Source: an optimization exercise on an open RTL-to-GDS flow (aim: small area and a short achievable clock period). Production flows keep margins and buffers that such runs may drop. In this exercise RTL edits were held to simulation tests only and were not proved equivalent to the original. Power and IR drop assume default switching activity.

$ cat design/flow/flow/run.sh
#!/bin/bash
# Standard layout with two changes:
#  - after synthesis, size_cells.py resizes some combinational cells by the
#    net they drive (read-mux AOIs to strength 1, write-enable NOR2s to 2,
#    write row/column drivers to 4); registers are left exactly as
#    synthesized;
#  - the port buffers are plain buf_4 cells instead of the delay buffers
#    buffer_ports picks on its own.
set -euo pipefail
NET=$PWD/orfs/results/sky130hd/spi_ram_ctrl/base/1_2_yosys.v
bash standard.sh "$NET" > synth.log 2>&1
cp "$NET" 1_2_yosys.orig.v
python3 flow/size_cells.py "$NET" > size_cells.log 2>&1
bash standard.sh "BUFFER_PORTS_ARGS=-buffer_cell sky130_fd_sc_hd__buf_4" finish > layout.log 2>&1
$ cat design/flow/flow/size_cells.py
#!/usr/bin/env python3
"""Resize combinational cells in the synthesized netlist by the net they drive.

usage: size_cells.py NETLIST

- read-mux AOI cells mapped at drive strength 2 go back to strength 1;
- the byte write-enable NOR2s (each drives 8 flip-flop enables) go to
  strength 2, and the write row/column lines that drive 16 of them go to
  strength 4.
Registers are not touched.
"""
import re
import sys

path = sys.argv[1]
text = open(path).read()

rules = [
    (r'u_core\.g_wen\[\d+\]\.u_en\.y', 'nor2', '2'),
    (r'u_core\.g_wdec\[\d+\]\.u_hi\.y', 'nand2', '4'),
    (r'u_core\.g_wdec\[\d+\]\.u_lo\.y', 'inv', '4'),
]

cell_re = re.compile(r'(  sky130_fd_sc_hd__)(\w+?)_(\d+)( \S+ \((?:[^;])*?\);)', re.S)
count = {}


def fix(m):
    base, strength, body = m.group(2), m.group(3), m.group(4)
    if base == 'a22oi' and strength == '2':
        count['a22oi'] = count.get('a22oi', 0) + 1
        return m.group(1) + 'a22oi_1' + body
    out = re.search(r'\.Y\(\\?(\S+) \)', body)
    if out:
        for pat, want_base, want in rules:
            if base == want_base and re.fullmatch(pat, out.group(1)):
                count[pat] = count.get(pat, 0) + 1
                return m.group(1) + base + '_' + want + body
    return m.group(0)


text = cell_re.sub(fix, text)
open(path, 'w').write(text)
for k, v in count.items():
    print(f'{v:5d} {k}')
$ cat design/flow/standard.sh
#!/bin/bash
# synth_recipe.tcl (not shown) runs the flow's synth.tcl, then flattens the netlist and writes it again
# the make line also repeats each setting of config.mk as NAME=value (left out here)
make -C /OpenROAD-flow-scripts/flow DESIGN_CONFIG=/design/flow/config.mk WORK_HOME=/design/flow/orfs CLKGATE_MAP_FILE= SYNTH_SCRIPT=/design/flow/synth_recipe.tcl "${@:-finish}"
$ cat design/flow/config.mk
export PLATFORM = sky130hd
export DESIGN_NAME = spi_ram_ctrl
export DESIGN_NICKNAME = spi_ram_ctrl
export VERILOG_FILES = /design/flow/design.v
export SDC_FILE = /design/flow/constraint.sdc
export NUM_CORES = 4
export LEC_CHECK = 0
export CAP_MARGIN = 20
export CORE_MARGIN = 2
export CORE_UTILIZATION = 70
export CTS_CLUSTER_DIAMETER = 80
export CTS_CLUSTER_SIZE = 24
export SETUP_SLACK_MARGIN = 2.35
export SLEW_MARGIN = 20
export SYNTH_HIERARCHICAL = 1
$ cat design/flow/constraint.sdc
create_clock -name core_clock -period 4.5 [get_ports {clk}]
set_input_delay 0.9000 -clock core_clock [delete_from_list [all_inputs] [get_ports {clk}]]
set_output_delay 0.9000 -clock core_clock [all_outputs]
set_load 0.01 [all_outputs]
$ cat design/flow/design.v
package spi_ram_pkg;
    localparam logic [1:0] CMD_WR_ADDR = 2'b00;
    localparam logic [1:0] CMD_WR_DATA = 2'b01;
    localparam logic [1:0] CMD_RD_ADDR = 2'b10;
    localparam logic [1:0] CMD_RD_DATA = 2'b11;
    localparam int TX_HOLD_DEFAULT = 8;
endpackage
module spram_core #(
    parameter int ADDR_SIZE = 8,
    parameter int MEM_DEPTH = 256
) (
    input  logic                 clk,
    input  logic                 we,
    input  logic [15:0]          wsel_lo,
    input  logic [15:0]          wsel_hi,
    input  logic [7:0]           wdata,
    input  logic [15:0]          rsel_lo,
    input  logic [3:0]           rsel_mid,
    input  logic [1:0]           rsel_hi,
    input  logic                 rst_q,
    output logic [7:0]           rdata
);
    logic [7:0] mem [256];
    logic [7:0] quarter [4];
    logic [7:0] quarter_q [4];
    logic       hit;
    logic       hit_q;
    logic [15:0]  wlo_n;
    logic [15:0]  whi_n;
    logic [255:0] wen;
    for (genvar j = 0; j < 16; j++) begin : g_wdec
        wr_inv   u_lo (.a(wsel_lo[j]), .y(wlo_n[j]));
        wr_nand2 u_hi (.a(wsel_hi[j]), .b(we), .y(whi_n[j]));
    end
    for (genvar i = 0; i < 256; i++) begin : g_wen
        wr_nor2 u_en (.a(whi_n[i/16]), .b(wlo_n[i%16]), .y(wen[i]));
    end
    always_ff @(posedge clk) begin
        for (int i = 0; i < 256; i++) begin
            if (wen[i]) begin
                mem[i] <= wdata;
            end
        end
    end
    for (genvar k = 0; k < 4; k++) begin : g_q
        for (genvar b = 0; b < 8; b++) begin : g_b
            logic [31:0] pair_n;
            logic [7:0]  half;
            logic [3:0]  mid_n;
            for (genvar p = 0; p < 32; p++) begin : g_p
                rd_aoi22 u_aoi (
                    .a(mem[64*k+2*p][b]),   .b(rsel_lo[(2*p)%16]),
                    .c(mem[64*k+2*p+1][b]), .d(rsel_lo[(2*p+1)%16]),
                    .y(pair_n[p])
                );
            end
            for (genvar h = 0; h < 8; h++) begin : g_h
                rd_nand4 u_nand (.a(pair_n[4*h]), .b(pair_n[4*h+1]), .c(pair_n[4*h+2]), .d(pair_n[4*h+3]), .y(half[h]));
            end
            for (genvar m = 0; m < 4; m++) begin : g_m
                rd_oai21 u_oai (.a(half[2*m]), .b(half[2*m+1]), .c(rsel_mid[m]), .y(mid_n[m]));
            end
            rd_nand4 u_out (.a(mid_n[0]), .b(mid_n[1]), .c(mid_n[2]), .d(mid_n[3]), .y(quarter[k][b]));
        end
    end
    logic [15:0] rsel_row;
    always_comb begin
        for (int g = 0; g < 16; g++) begin
            rsel_row[g] = rsel_mid[g%4] && (rsel_hi == 2'(g/4));
        end
    end
    assign hit = we && |(wsel_lo & rsel_lo) && |(wsel_hi & rsel_row);
    always_ff @(posedge clk) begin
        for (int k = 0; k < 4; k++) begin
            quarter_q[k] <= quarter[k];
        end
        hit_q <= hit;
    end
    always_comb begin
        if (rst_q) begin
            rdata = mem[0];
        end else if (hit_q) begin
            rdata = wdata;
        end else begin
            rdata = quarter_q[rsel_hi];
        end
    end
endmodule
module rd_aoi22 (
    input  logic a,
    input  logic b,
    input  logic c,
    input  logic d,
    output logic y
);
    assign y = !((a && b) || (c && d));
endmodule
module rd_nand4 (
    input  logic a,
    input  logic b,
    input  logic c,
    input  logic d,
    output logic y
);
    assign y = !(a && b && c && d);
endmodule
module rd_oai21 (
    input  logic a,
    input  logic b,
    input  logic c,
    output logic y
);
    assign y = !((a || b) && c);
endmodule
module wr_inv (
    input  logic a,
    output logic y
);
    assign y = !a;
endmodule
module wr_nand2 (
    input  logic a,
    input  logic b,
    output logic y
);
    assign y = !(a && b);
endmodule
module wr_nor2 (
    input  logic a,
    input  logic b,
    output logic y
);
    assign y = !(a || b);
endmodule
module spi_ram_ctrl #(
    parameter int MEM_DEPTH = 256,
    parameter int ADDR_SIZE = 8,
    parameter int TX_HOLD   = spi_ram_pkg::TX_HOLD_DEFAULT
) (
    input  logic       clk,
    input  logic       rst_n,
    input  logic [9:0] din,
    input  logic       rx_valid,
    output logic [7:0] dout,
    output logic       tx_valid
);
    localparam int CNT_W = (TX_HOLD > 1) ? $clog2(TX_HOLD) : 1;
    logic                 rx_valid_q;
    logic                 rst_q;
    logic                 cmd_accept;
    logic [1:0]           opcode;
    logic [7:0]           payload;
    logic [15:0]          wr_lo;
    logic [15:0]          wr_hi;
    logic                 wr_pend;
    logic [7:0]           wr_data;
    logic [15:0]          rd_lo;
    logic [3:0]           rd_mid;
    logic [1:0]           rd_hi;
    logic                 ram_re;
    logic [7:0]           ram_rdata;
    logic [7:0]           dout_q;
    logic                 tx_q;
    logic [CNT_W-1:0]     cnt;
    assign opcode     = din[9:8];
    assign payload    = din[7:0];
    assign cmd_accept = rst_n && rx_valid && !rx_valid_q;
    assign ram_re     = cmd_accept && (opcode == spi_ram_pkg::CMD_RD_DATA);
    spram_core #(
        .ADDR_SIZE(ADDR_SIZE),
        .MEM_DEPTH(MEM_DEPTH)
    ) u_core (
        .clk     (clk),
        .we      (wr_pend),
        .wsel_lo (wr_lo),
        .wsel_hi (wr_hi),
        .wdata   (wr_data),
        .rsel_lo (rd_lo),
        .rsel_mid(rd_mid),
        .rsel_hi (rd_hi),
        .rst_q   (rst_q),
        .rdata   (ram_rdata)
    );
    always_ff @(posedge clk) begin
        rst_q <= !rst_n;
    end
    always_ff @(posedge clk) begin
        if (cmd_accept && opcode == spi_ram_pkg::CMD_WR_DATA) begin
            wr_data <= payload;
        end
    end
    always_ff @(posedge clk) begin
        wr_pend <= cmd_accept && (opcode == spi_ram_pkg::CMD_WR_DATA);
    end
    always_ff @(posedge clk) begin
        if (!rst_n) begin
            rx_valid_q <= 1'b0;
            wr_lo      <= 16'h0001;
            wr_hi      <= 16'h0001;
            rd_lo      <= 16'h0001;
            rd_mid     <= 4'h1;
            rd_hi      <= '0;
        end else begin
            rx_valid_q <= rx_valid;
            if (wr_pend) begin
                wr_lo <= {wr_lo[14:0], wr_lo[15]};
                if (wr_lo[15]) begin
                    wr_hi <= {wr_hi[14:0], wr_hi[15]};
                end
            end
            if (cmd_accept) begin
                case (opcode)
                    spi_ram_pkg::CMD_WR_ADDR: begin
                        wr_lo <= 16'h0001 << payload[3:0];
                        wr_hi <= 16'h0001 << payload[7:4];
                    end
                    spi_ram_pkg::CMD_RD_ADDR: begin
                        rd_lo  <= 16'h0001 << payload[3:0];
                        rd_mid <= 4'h1 << payload[5:4];
                        rd_hi  <= payload[7:6];
                    end
                    spi_ram_pkg::CMD_RD_DATA: begin
                        rd_lo <= {rd_lo[14:0], rd_lo[15]};
                        if (rd_lo[15]) begin
                            rd_mid <= {rd_mid[2:0], rd_mid[3]};
                            if (rd_mid[3]) begin
                                rd_hi <= rd_hi + 1'b1;
                            end
                        end
                    end
                    default: ;
                endcase
            end
        end
    end
    always_ff @(posedge clk) begin
        if (!rst_n) begin
            dout_q <= '0;
            tx_q   <= 1'b0;
            cnt    <= '0;
        end else if (ram_re) begin
            dout_q <= ram_rdata;
            tx_q   <= 1'b1;
            cnt    <= CNT_W'(TX_HOLD - 1);
        end else if (tx_q) begin
            if (cnt == '0) begin
                tx_q <= 1'b0;
            end else begin
                cnt <= cnt - 1'b1;
            end
        end
    end
    assign dout     = dout_q;
    assign tx_valid = tx_q;
endmodule
==> run notes, run 1 <==
Hold Fails Final Rpt=0; Fillers=6276; Worst Path Required=5160 ps; Tot Pwr=32.87 mW; most used cell, CP=nand4_1; Die ar.=0.1148 sq mm; Post-Synthesis Cells=4257; Logic pwr share=2.3%; Detailed Route WL=203.6 mm; status=no timing/DRC/antenna violations; Starting Density=70.74%; Root Driver=clkbuf_16; Die Y=338.9 microns; Power Density=389.0 mW/mm^2; Num CTS Buffers=100; WP buf/inv=1; via count=44.09k; vias per cell=7.378; Worst EP arrival=2820 ps; sw power=6.548 mW; CP top delay family=flip-flops; synth-to-layout area growth=7.655%; Peak VDD IR=426.7 uV; Relative slew margins=25.14%; gr ovfl total=0; CP endpoint kind=flop; final worst-path cycle share=48.03%; Initial DRC Count=6697; Final setup viols=0; number of max-cap violations=0; Static Leak=24.50 nW; internal power=26.33 mW; Syn Nets=4272; sequential power share=66.6%; gp weighted congestion=0.8657; Synth Cell Area=0.07850 sq mm; crit-path cells=buf_12 -> a22oi_1 -> nand4_1 -> o21ai_1 -> nand4_1; share of cells above drive strength 1=12.92%; die width=338.9 microns; syn_area_per_cell=18.44 sq um; largest net degree at the start of global routing=257; total clock sinks=2158; row cnt=122; HP Class=in -> reg; GRT Total Usage=34.86%; Layout Cells excl Fill=5975; fin nets=4423; Worst-Skew Late Latency=730 ps; worst stage delay on the critical path=780 ps; Ports=22; sw frac=19.92%; clock network power share=31.1%; crit path max-delay cell type=dfxtp_4; fmax=0.4627 GHz; worst-path fanout max=74; synth warn=13; minimum clock period=2161 ps; Final Util=76.15%; Pre-antenna DRT Iters=6; vias in the first global route=41.11k; Slew Viols, Final=0; # DRC=0; Wirelength per Cell=34.07 microns; RSZ-0062 raised after global routing=true; H-tree Lvls=3; CTS tree=built; antenna violations before repair=5; Post-CTS Hold Buffers=0; DP HPWL=110.3 mm; DP Cell Count=5773; clock buffer depth=3; Worst Skew=26.63 ps; Reg clk slew, reported paths=100 ps; Worst Max-Slew Pin Slew=1123 ps; Setup TNS=0 ps; Final ANT Viol Nets=0; Buffers on Ports=21; critical path class=reg -> reg; Core Footprint=0.1110 sq mm; startpoint types=flop; global-route wire length before repair=287.2 mm
layout by cell type (no fill, tap or decap), types with 11 or more instances in the layout:
master and count:
edfxtp_1 2056, a22oi_1 1021, nand4_1 290, nor2_2 252, o21ai_1 121, clkbuf_16 105, dfxtp_1 70, clkbuf_1 68
buf_4 46, nand2_1 44, buf_12 33, a21oi_1 30, nand3_1 29, dfxtp_4 28, nor3_1 20, a311oi_1 18
nand2_4 17, mux2i_1 16, mux2_2 16, inv_4 16, o221ai_1 15, o21ai_0 13, buf_6 11
flip-flops by register name, summed over array words and instances, names as in the netlist, 2 cells and up:
signal / flops
u_core.mem: 2048
u_core.quarter_q: 32
rd_lo: 16
wr_hi: 16
wr_lo: 16
dout_q: 8
wr_data: 8
rd_mid: 4
cnt: 3
rd_hi: 2
routing by layer:
metal / vias up / share of wire [%] / global-route usage (%)
met2: 2750 / 47 / 53.62
met5: - / 0 / 0
li1: 18460 / - / -
met1: 22490 / 37 / 51.14
met3: 388 / 12 / 6.146
met4: 0 / 4.2 / 13.20
timing repair:
action,in CTS,in global routing
resized for setup,32,17
buffers inserted,13,5
pin swaps,0,0
gates cloned,0,1
endpoints found under the setup margin,2138,381
power by group through the flow:
stage	combinational (mW)	sequential (mW)	clock, mW
floorplan	0.340	22.3	0
global placement	0.691	22.4	0
detailed placement	0.702	22.4	0
CTS	0.734	21.9	10.3
global route	0.797	21.9	10.9
finish	0.766	21.9	10.2
through the flow:
step / setup WS (ps) / hold WS [ps] / instance area, sq um
6_report: 2339 / 423.3 / 84510
5_1_grt: 2299 / 433.8 / 84510
4_1_cts: 2349 / 392.0 / 84260
3_5_place_dp: 1699 / 516.6 / 81000
3_3_place_gp: 1734 / 489.1 / 81000
2_1_floorplan: 356.4 / 472.8 / 78530
layout make-up:
| type | count | area (sq um) | share of cell area, % |
|---|---|---|---|
| antenna | 4 | 10.01 | 0.01184 |
| clock buffer | 172 | 2858 | 3.381 |
| clock inverter | 5 | 80.08 | 0.09475 |
| inverter | 27 | 141.4 | 0.1673 |
| multi-input combinational | 2024 | 14380 | 17.01 |
| sequential | 2158 | 63890 | 75.60 |
| tap | 1488 | 1862 | 2.203 |
| timing repair buffer | 97 | 1294 | 1.531 |
path summary, 6_finish.rpt:
kind	from	slack (ps)	depth (start not counted)	endpoint
worst max-delay path	rd_lo[0]$_SDFFE_PN1P_	2340	5	u_core.quarter_q[2][5]$_DFF_P_
worst min-delay path	rst_n	420	2	rd_lo[0]$_SDFFE_PN1P_
worst max register to register	rd_lo[0]$_SDFFE_PN1P_	2340	5	u_core.quarter_q[2][5]$_DFF_P_
worst min register to register	cnt[1]$_SDFFE_PN0P_	540	2	cnt[1]$_SDFFE_PN0P_
==> inputs of run 2 (changes only) <==
--- a/design/flow/config.mk
+++ b/design/flow/config.mk
@@ -7,7 +7,7 @@
 export LEC_CHECK = 0
 export CAP_MARGIN = 20
 export CORE_MARGIN = 2
-export CORE_UTILIZATION = 70
+export CORE_UTILIZATION = 65
 export CTS_CLUSTER_DIAMETER = 80
 export CTS_CLUSTER_SIZE = 24
 export SETUP_SLACK_MARGIN = 2.35
==> run 2 against run 1 <==
Synthesized area unchanged. Combinational power increased by 2.7%. Count of clock-buffer cells in the layout increased by 4.
==> run notes, run 2 <==
biggest regs=u_core.mem x2048, u_core.quarter_q x32; Final Util=70.68% (-5.5 points); crit-path cells=buf_4; Final ANT Viol Nets=0 (unchanged); DP HPWL=115.1 mm (+4.4%); Relative slew margins=18.23% (-6.9 points); crit path max-delay cell type=dfxtp_4; Die Y=351.5 microns (+3.7%); Buffers on Ports=21 (unchanged); WP buf/inv=1 (unchanged); Initial DRC Count=6542 (-2.3%); HP Class=in -> reg; Hold Fails Final Rpt=0 (unchanged); worst-path fanout max=4 (-95%); WHS=432.8 ps (+9.475 ps); Peak VDD IR=351.7 uV (-18%); Reg clk slew, reported paths=100 ps (about the same); vias per cell=7.278 (-1.4%); RSZ-0062 raised after global routing=true; Starting Density=65.52% (-5.2 points); largest net degree at the start of global routing=200 (-22%); via count=44.46k (+0.85%); CP endpoint kind=output pin; most frequent cells in the layout=2056 x edfxtp_1, 1024 x a22oi_1, 290 x nand4_1, 247 x nor2_2, 126 x o21ai_1; fmax=0.4581 GHz (-1.0%); Power Density=389.6 mW/mm^2 (+0.17%); gr ovfl total=0 (unchanged); design area=0.08468 sq mm (+0.20%); Pre-antenna DRT Iters=6 (unchanged); Worst Max-Slew Pin Slew=1227 ps (+103.6 ps); number of max-cap violations=0 (unchanged); CTS tree=built; # DRC=0 (unchanged); CP top delay family=flip-flops; critical path class=reg -> out; final worst-path cycle share=48.51% (+0.49 points); fin nets=4423 (unchanged); DP Cell Count=5897 (+2.1%); Final setup viols=0 (unchanged); synth-to-layout area growth=7.872%; Worst EP arrival=1280 ps (-1540 ps); Biggest register=u_core.mem; worst stage delay on the critical path=420 ps (-360 ps); Worst Path Required=3600 ps (-1560 ps); share of cells above drive strength 1=12.88% (-0.032 points); Syn Nets=4272 (unchanged); Wirelength per Cell=34.82 microns (+2.2%); gp weighted congestion=0.8471 (-2.1%); commonest non-fill, non-tap cell in the layout=edfxtp_1; clock buffer depth=3 (unchanged); Synth Cell Area=0.07850 sq mm (unchanged); Ports=22 (unchanged); max FFs per register=2048 (unchanged); startpoint types=flop; Num CTS Buffers=101 (+1.0%); Worst-Skew Late Latency=730 ps (about the same); GRT Total Usage=34.05% (-0.82 points); Core Footprint=0.1198 sq mm (+8.0%); Tot Pwr=33.00 mW (+0.37%); Worst Skew=21.00 ps (-5.628 ps); synth warn=13 (unchanged); Post-Synthesis Cells=4257 (unchanged); Layout Cells excl Fill=6109 (+2.2%); row cnt=127 (+4.1%); pre-CTS setup slack=1690 ps (-8.740 ps); Slew Viols, Final=0 (unchanged); global-route wire length before repair=297.9 mm (+3.7%); Final Worst Setup Slack=2317 ps (-21.92 ps); Root Driver=clkbuf_16; minimum clock period=2183 ps (+21.92 ps); Fillers=7719 (+23%); Detailed Route WL=212.7 mm (+4.5%); placed cell areas=0.08113 sq mm (+0.16%); total clock sinks=2158 (unchanged); vias in the first global route=41.16k (+0.13%); Setup TNS=0 ps (unchanged); H-tree Lvls=3 (unchanged); Static Leak=24.49 nW (about the same); status=no timing/DRC/antenna violations; Die ar.=0.1236 sq mm (+7.6%); die width=351.5 microns (+3.7%); syn_area_per_cell=18.44 sq um (unchanged); antenna violations before repair=10 (+5)
-- run 2: metal layers --
metal | global-route usage (%) | vias to the layer above | share of wire (%)
li1 | - | 18500 | -
met1 | 50.65 | 23110 | 40
met2 | 52.04 | 2483 | 46
met3 | 6.166 | 348 | 9.9
met4 | 11.06 | 12 | 3.7
met5 | 0 | - | 0.036
-- run 2: final cells by class --
type | count | area [sq um] | share of cell area (%)
Clock buffer | 176 | 2840 | 3.354
Sequential cell | 2158 | 63890 | 75.45
Multi-Input combinational cell | 2024 | 14370 | 16.97
Inverter | 27 | 145.1 | 0.1714
Clock inverter | 13 | 116.4 | 0.1374
Tap cell | 1612 | 2017 | 2.382
Antenna cell | 3 | 7.507 | 0.008865
Timing Repair Buffer | 96 | 1299 | 1.534
-- run 2: worst paths after layout --
kind / start / end / slack (ps) / cells past startpoint
worst min register to register: dout_q[1]$_SDFFE_PN0P_ / dout_q[1]$_SDFFE_PN0P_ / 540 / 2
worst max register to register: rd_lo[14]$_SDFFE_PN0P_ / u_core.quarter_q[3][4]$_DFF_P_ / 2320 / 5
worst min-delay path: rx_valid / rx_valid_q$_SDFF_PN0_ / 430 / 2
worst max-delay path: tx_q$_SDFF_PN0_ / tx_valid / 2320 / 1
-- run 2: what timing repair did --
| item | 4_1_cts | 5_1_grt |
|---|---|---|
| hold buffers | 0 | 0 |
| gates resized for setup | 33 | 19 |
| pin swaps | 0 | 0 |
| buffers inserted | 14 | 6 |
| setup endpoints to repair | 2115 | 260 |
| cloned | 0 | 0 |
-- run 2: where the power goes --
group	total, mW	switching [mW]	internal (mW)
sequential	21.9	0.148	21.7
clock	10.3	5.96	4.36
combinational	0.787	0.575	0.212
-- run 2: worst register-to-register path: cells and delay by family, from the launching register on --
kind / cells / cell delay [ps]
AND/OR/NAND/NOR: 2 / 400
buffers and inverters: 1 / 260
flip-flops: 1 / 520
AO/OA/AOI/OAI: 2 / 870
==> inputs of run 3 (changes only) <==
--- a/design/flow/config.mk
+++ b/design/flow/config.mk
@@ -7,7 +7,7 @@
 export LEC_CHECK = 0
 export CAP_MARGIN = 20
 export CORE_MARGIN = 2
-export CORE_UTILIZATION = 65
+export CORE_UTILIZATION = 75
 export CTS_CLUSTER_DIAMETER = 80
 export CTS_CLUSTER_SIZE = 24
 export SETUP_SLACK_MARGIN = 2.35
==> run 3 against run 2 <==
Cell count down 4.1%. Global-route usage up 4.7 points. Count of clock-buffer cells in the layout down 5. Sequential cell count unchanged. Register-to-register slack worse by 20 ps. Hold slack better by 5.4 ps. Still clean on timing, DRC and antenna. Core utilization up 10 points. Synthesized area unchanged.
==> run notes, run 3 <==
Syn Nets=4272 (unchanged); status=no timing/DRC/antenna violations; CTS tree=built; hold path cells=2 (unchanged); Peak VDD IR=435.0 uV (+24%); Worst EP arrival=2780 ps (+1500 ps); Worst-Skew Late Latency=730 ps (about the same); Layout Cells excl Fill=5858 (-4.1%); Reg2Reg Launch Point=rd_lo[6]$_SDFFE_PN0P_; max FFs per register=2048 (unchanged); pre-CTS setup slack=1829 ps (+138.8 ps); Root Driver=clkbuf_16; synth warn=13 (unchanged); CP endpoint kind=flop; synth-to-layout area growth=7.164%; Reg clk slew, reported paths=100 ps (about the same); Ports=22 (unchanged); GRT Total Usage=38.71% (+4.7 points); design area=0.08413 sq mm (-0.66%); largest net degree at the start of global routing=215 (+7.5%); minimum clock period=2206 ps (+23.16 ps); Worst Path Required=5080 ps (+1480 ps); vias in the first global route=42.89k (+4.2%); DP HPWL=112.7 mm (-2.1%); Final setup viols=0 (unchanged); WHS=438.1 ps (+5.372 ps); commonest non-fill, non-tap cell in the layout=edfxtp_1; total clock sinks=2158 (unchanged); die width=327.5 microns (-6.8%); gr ovfl total=0 (unchanged); gp weighted congestion=0.8715 (+2.9%); # DRC=0 (unchanged); number of max-cap violations=0 (unchanged); Die Y=327.5 microns (-6.8%); HP Class=in -> reg; Power Density=388.2 mW/mm^2 (-0.37%); Slew Viols, Final=0 (unchanged); critical path class=reg -> reg; Hold Path Origin=rst_n; most frequent cells in the layout=2056 x edfxtp_1, 1024 x a22oi_1, 290 x nand4_1, 255 x nor2_2, 124 x o21ai_1; worst-path fanout max=79 (+75); Setup TNS=0 ps (unchanged); Wirelength per Cell=35.78 microns (+2.8%); fmax=0.4533 GHz (-1.0%); Core Footprint=0.1036 sq mm (-13%); vias per cell=7.770 (+6.8%); Detailed Route WL=209.6 mm (-1.4%); Setup crit start=rd_lo[6]$_SDFFE_PN0P_; H-tree Lvls=3 (unchanged); Worst Max-Slew Pin Slew=1188 ps (-38.19 ps); Worst Hold End=wr_lo[0]$_SDFF_PN1_; DP Cell Count=5663 (-4.0%); Pre-antenna DRT Iters=14 (+8); Synth Cell Area=0.07850 sq mm (unchanged); fin nets=4417 (-0.14%); Relative slew margins=20.78% (+2.5 points); Worst Skew=24.74 ps (+3.742 ps); FF-to-FF setup slack=2290 ps (-20 ps); biggest regs=u_core.mem x2048, u_core.quarter_q x32; reg-to-reg endpoint=u_core.quarter_q[2][4]$_DFF_P_; startpoint types=flop; Final Util=81.17% (+10 points); Hold Fails Final Rpt=0 (unchanged); share of cells above drive strength 1=12.54% (-0.34 points); Starting Density=75.74% (+10 points); RSZ-0062 raised after global routing=true; via count=45.52k (+2.4%); final worst-path cycle share=49.03% (+0.51 points); Die ar.=0.1073 sq mm (-13%); antenna violations before repair=6 (-4); Initial DRC Count=8048 (+23%); Num CTS Buffers=99 (-2.0%); Reg2Reg Depth=5 (unchanged); Static Leak=24.39 nW (-0.42%); Buffers on Ports=21 (unchanged); clock buffer depth=3 (unchanged); row cnt=118 (-7.1%); Biggest register=u_core.mem; Post-Synthesis Cells=4257 (unchanged); placed cell areas=0.08083 sq mm (-0.36%); syn_area_per_cell=18.44 sq um (unchanged); global-route wire length before repair=294.9 mm (-1.0%); Final ANT Viol Nets=0 (unchanged); Final Worst Setup Slack=2294 ps (-23.16 ps); Tot Pwr=32.66 mW (-1.0%)
-- run 3: cell count changes in the layout (fill, tap and decap cells not counted), moves of 6 or more --
| cell | previous run | this run |
|---|---|---|
| nor2_2 | 247 | 255 |
| nor2_4 | 10 | 2 |
| buf_6 | 16 | 9 |
| buf_4 | 41 | 47 |
| inv_6 | 6 | 0 |
-- run 3: worst max-delay path by stage --
stage / to / cells after the start
6_report: u_core.quarter_q[2][4]$_DFF_P_ / 5
5_1_grt: dout[3] / 1
4_1_cts: dout[3] / 1
3_5_place_dp: rd_hi[1]$_SDFFE_PN0P_ / 5
3_3_place_gp: rd_hi[1]$_SDFFE_PN0P_ / 5
2_1_floorplan: dout_q[7]$_SDFFE_PN0P_ / 4
-- run 3: power by group --
| group | total [mW] | leakage [nW] | internal [mW] | switching [mW] |
|---|---|---|---|---|
| sequential | 21.9 | 19.3 | 21.7 | 0.143 |
| combinational | 0.784 | 3.71 | 0.210 | 0.574 |
| clock | 9.99 | 1.35 | 4.28 | 5.71 |
| total | 32.7 | 24.4 | 26.2 | 6.43 |
-- run 3: layout make-up --
class	instances	area (sq um)
clock buffer	171	2811
tap	1380	1727
inverter	27	141.4
clock inverter	2	20.02
fill	5109	19520
sequential	2158	63890
multi-input combinational	2024	14330
antenna	4	10.01
timing repair buffer	92	1197
-- run 3: critical path: stages, from the launching register on --
cell     delay [ps]
dfxtp_4         520
buf_12          290
a22oi_1         290
nand4_1         260
o21ai_1         350
nand4_1         160
-- run 3: what timing repair did --
item                                     CTS  global route
hold buffers                               0             0
hold endpoints to repair                   0             0
setup buffers                             13             5
resized for setup                         30             6
endpoints found under the setup margin  2083           236
-- run 3: metal layers --
| layer | wire length (microns) | vias up | track usage, % | part of all wire [%] |
|---|---|---|---|---|
| li1 | - | 18440 | - | - |
| met3 | 27740 | 520 | 8.799 | 13 |
| met1 | 72840 | 22990 | 54.15 | 35 |
| met5 | 39 | - | 0 | 0.019 |
| met4 | 10640 | 6 | 17.33 | 5.1 |
| met2 | 98360 | 3561 | 59.84 | 47 |
==> inputs of run 4 (changes only) <==
--- a/design/flow/config.mk
+++ b/design/flow/config.mk
@@ -7,9 +7,9 @@
 export LEC_CHECK = 0
 export CAP_MARGIN = 20
 export CORE_MARGIN = 2
-export CORE_UTILIZATION = 75
+export CORE_UTILIZATION = 70
 export CTS_CLUSTER_DIAMETER = 80
-export CTS_CLUSTER_SIZE = 24
+export CTS_CLUSTER_SIZE = 28
 export SETUP_SLACK_MARGIN = 2.35
 export SLEW_MARGIN = 20
 export SYNTH_HIERARCHICAL = 1
==> run 4 against run 3 <==
Sequential power is essentially flat. Cell count grew 1.6%. Clock power shrank 3.7%. Critical endpoint is now u_core.quarter_q[0][3]$_DFF_P_. Hold slack hardly changed. Critical path depth is the same. Synthesized cell count unchanged. Power decreased by 1.2%. Design area hardly changed. Non-clock buffer count rose by 6. First-iteration DRC count decreased by 11%. Global-route usage fell by 3.9 points.
==> run notes, run 4 <==
reg-to-reg endpoint=u_core.quarter_q[0][3]$_DFF_P_; Biggest register=u_core.mem; Ports=22 (unchanged); Synth Cell Area=0.07850 sq mm (unchanged); Buffers on Ports=21 (unchanged); Relative slew margins=27.29% (+6.5 points); Die ar.=0.1148 sq mm (+7.1%); Reg clk slew, reported paths=110 ps (about the same); biggest regs=u_core.mem x2048, u_core.quarter_q x32; clock buffer depth=3 (unchanged); sw frac=19.81% (+0.12 points); clock network power share=29.8% (-0.8 points); CTS tree=built; most frequent cells in the layout=2056 x edfxtp_1, 1021 x a22oi_1, 290 x nand4_1, 255 x nor2_2, 119 x o21ai_1; Layout Cells excl Fill=5952 (+1.6%); H-tree Lvls=3 (unchanged); Die Y=338.9 microns (+3.5%); Core Footprint=0.1110 sq mm (+7.1%); Syn Nets=4272 (unchanged); Logic pwr share=2.4% (about the same); Post-Synthesis Cells=4257 (unchanged); max FFs per register=2048 (unchanged); placed cell areas=0.08100 sq mm (+0.20%); vias in the first global route=40.99k (-4.4%); FF-to-FF setup slack=2350 ps (+60 ps); crit path capture=u_core.quarter_q[0][3]$_DFF_P_; Worst Path Required=5070 ps (about the same); global-route wire length before repair=286.5 mm (-2.9%); synth-to-layout area growth=7.225% (about the same); fmax=0.4651 GHz (+2.6%); antenna violations before repair=5 (-1); Initial DRC Count=7190 (-11%); Starting Density=70.74% (-5.0 points); Worst Skew=30.31 ps (+5.573 ps); final worst-path cycle share=47.78% (-1.2 points); sw power=6.394 mW (-0.56%); Setup crit start=rd_lo[12]$_SDFFE_PN0P_; die width=338.9 microns (+3.5%); status=no timing/DRC/antenna violations; Detailed Route WL=203.4 mm (-3.0%); Power Density=383.5 mW/mm^2 (-1.2%); internal power=25.89 mW (-1.3%); gr ovfl total=0 (unchanged); Root Driver=clkbuf_16; sequential power share=67.8% (+0.8 points); Slew Viols, Final=0 (unchanged); design area=0.08417 sq mm (about the same); pre-CTS setup slack=1699 ps (-130.1 ps); startpoint types=flop; Tot Pwr=32.28 mW (-1.2%); Final ANT Viol Nets=0 (unchanged); DP HPWL=110.3 mm (-2.2%); Worst Max-Slew Pin Slew=1091 ps (-97.74 ps); vias per cell=7.417 (-4.5%); Hold Fails Final Rpt=0 (unchanged); Peak VDD IR=455.5 uV (+4.7%); largest net degree at the start of global routing=257 (+20%); via count=44.15k (-3.0%); critical path class=reg -> reg; Post-CTS Hold Buffers=0 (unchanged); total clock sinks=2158 (unchanged); Pre-antenna DRT Iters=8 (-6); minimum clock period=2150 ps (-56.01 ps); Num CTS Buffers=87 (-12%); CP endpoint kind=flop; number of max-cap violations=0 (unchanged); Reg2Reg Depth=5 (unchanged); Worst EP arrival=2720 ps (-60 ps); Wirelength per Cell=34.17 microns (-4.5%); RSZ-0062 raised after global routing=false; row cnt=122 (+3.4%); GRT Total Usage=34.82% (-3.9 points); syn_area_per_cell=18.44 sq um (unchanged); Worst-Skew Late Latency=720 ps (about the same); gp weighted congestion=0.8657 (-0.67%); Reg2Reg Launch Point=rd_lo[12]$_SDFFE_PN0P_; DP Cell Count=5773 (+1.9%); share of cells above drive strength 1=12.78% (+0.24 points); Final Worst Setup Slack=2350 ps (+56.01 ps); Final setup viols=0 (unchanged); Setup TNS=0 ps (unchanged); WHS=437.9 ps (-0.2360 ps); worst-path fanout max=105 (+33%); HP Class=in -> reg; synth warn=13 (unchanged); Static Leak=24.34 nW (-0.20%); # DRC=0 (unchanged); commonest non-fill, non-tap cell in the layout=edfxtp_1; fin nets=4411 (-0.14%); Final Util=75.85% (-5.3 points)
-- run 4: cell types whose count changed in the layout (fill, tap and decap cells not counted), moves of 2 or more --
cell	delta
a22oi_1	-3
a22oi_2	+3
buf_16	+2
buf_6	+2
bufinv_16	+2
clkbuf_1	-12
clkbuf_16	-12
dfxtp_2	-2
dfxtp_4	+3
inv_6	+2
o21ai_1	-5
o21ai_2	+4
-- run 4: final cells by class --
class / count / area [sq um]
Sequential cell: 2158 / 63890
Fill cell: 6301 / 26800
Multi-Input combinational cell: 2024 / 14380
Clock buffer: 147 / 2466
Tap cell: 1488 / 1862
Timing Repair Buffer: 98 / 1310
Inverter: 27 / 141.4
Clock inverter: 6 / 113.9
Antenna cell: 4 / 10.01
-- run 4: critical path, stage by stage (launching register included) --
cell	delay (ps)
dfxtp_4	460
buf_16	250
a22oi_1	390
nand4_1	230
o21ai_1	290
nand4_1	160
-- run 4: worst min path at each step --
| stage | to | start | cells after the start | slack (ps) |
|---|---|---|---|---|
| global route | wr_hi[0]$_SDFF_PN1_ | rst_n | 2 | 440 |
| floorplan | cnt[1]$_SDFFE_PN0P_ | cnt[1]$_SDFFE_PN0P_ | 2 | 470 |
| detailed placement | cnt[1]$_SDFFE_PN0P_ | cnt[1]$_SDFFE_PN0P_ | 2 | 520 |
| finish | wr_hi[0]$_SDFF_PN1_ | rst_n | 2 | 440 |
| CTS | rd_lo[0]$_SDFFE_PN1P_ | rst_n | 2 | 410 |
| global placement | cnt[1]$_SDFFE_PN0P_ | cnt[1]$_SDFFE_PN0P_ | 2 | 490 |
-- run 4: power by group through the flow --
stage / Sequential (mW) / Combinational [mW] / Clock, mW
global route: 21.9 / 0.800 / 10.3
CTS: 21.9 / 0.736 / 9.65
floorplan: 22.3 / 0.340 / 0
global placement: 22.4 / 0.691 / 0
finish: 21.9 / 0.771 / 9.62
detailed placement: 22.4 / 0.702 / 0
-- run 4: timing repair --
| item | 4_1_cts | 5_1_grt |
|---|---|---|
| resized for setup | 31 | 19 |
| setup endpoints to repair | 2147 | 427 |
| buffers inserted | 14 | 7 |
-- run 4: routing by layer --
metal | global-route usage [%] | share of wire, % | routed length, microns
met5 | 0 | 0 | 0
met4 | 13.31 | 4.0 | 8176
met3 | 6.264 | 12 | 23800
met2 | 53.54 | 47 | 95520
met1 | 50.94 | 37 | 75860

==> static timing again, ports no longer ideal <==
In the flow no input, the clock included, has a driving cell. The finished layouts below were timed again as built, in two steps. Step 1: set_driving_cell puts a clkbuf_16 on clk and a buf_2 on each other input, an assumption about the parent block. Step 2, shift: input delay + t, output delay - t, t = (earliest + latest rising clock arrival at the registers) / 2. This alone moves slack from input paths to output paths. Three values: ideal, step 1, step 2; two values: the first two.
| run | t, ns | setup WS [ns] | slew at the worst register clock pin (ns) | cell pins on the clock port's net |
|---|---|---|---|---|
| run 1 | 0.795 | 2.339 / 2.285 / 1.734 | 0.10 / 0.10 | 1 |
| run 2 | 0.800 | 2.317 / 2.238 / 1.622 | 0.10 / 0.10 | 1 |
| run 3 | 0.794 | 2.294 / 2.284 / 1.735 | 0.10 / 0.10 | 1 |
| run 4 | 0.786 | 2.350 / 2.286 / 1.734 | 0.11 / 0.11 | 1 |
After both steps every run listed still meets setup and hold. For run 2, which loses most, drivers alone change the setup slack by -0.079 ns; drivers and shift together by -0.695 ns.
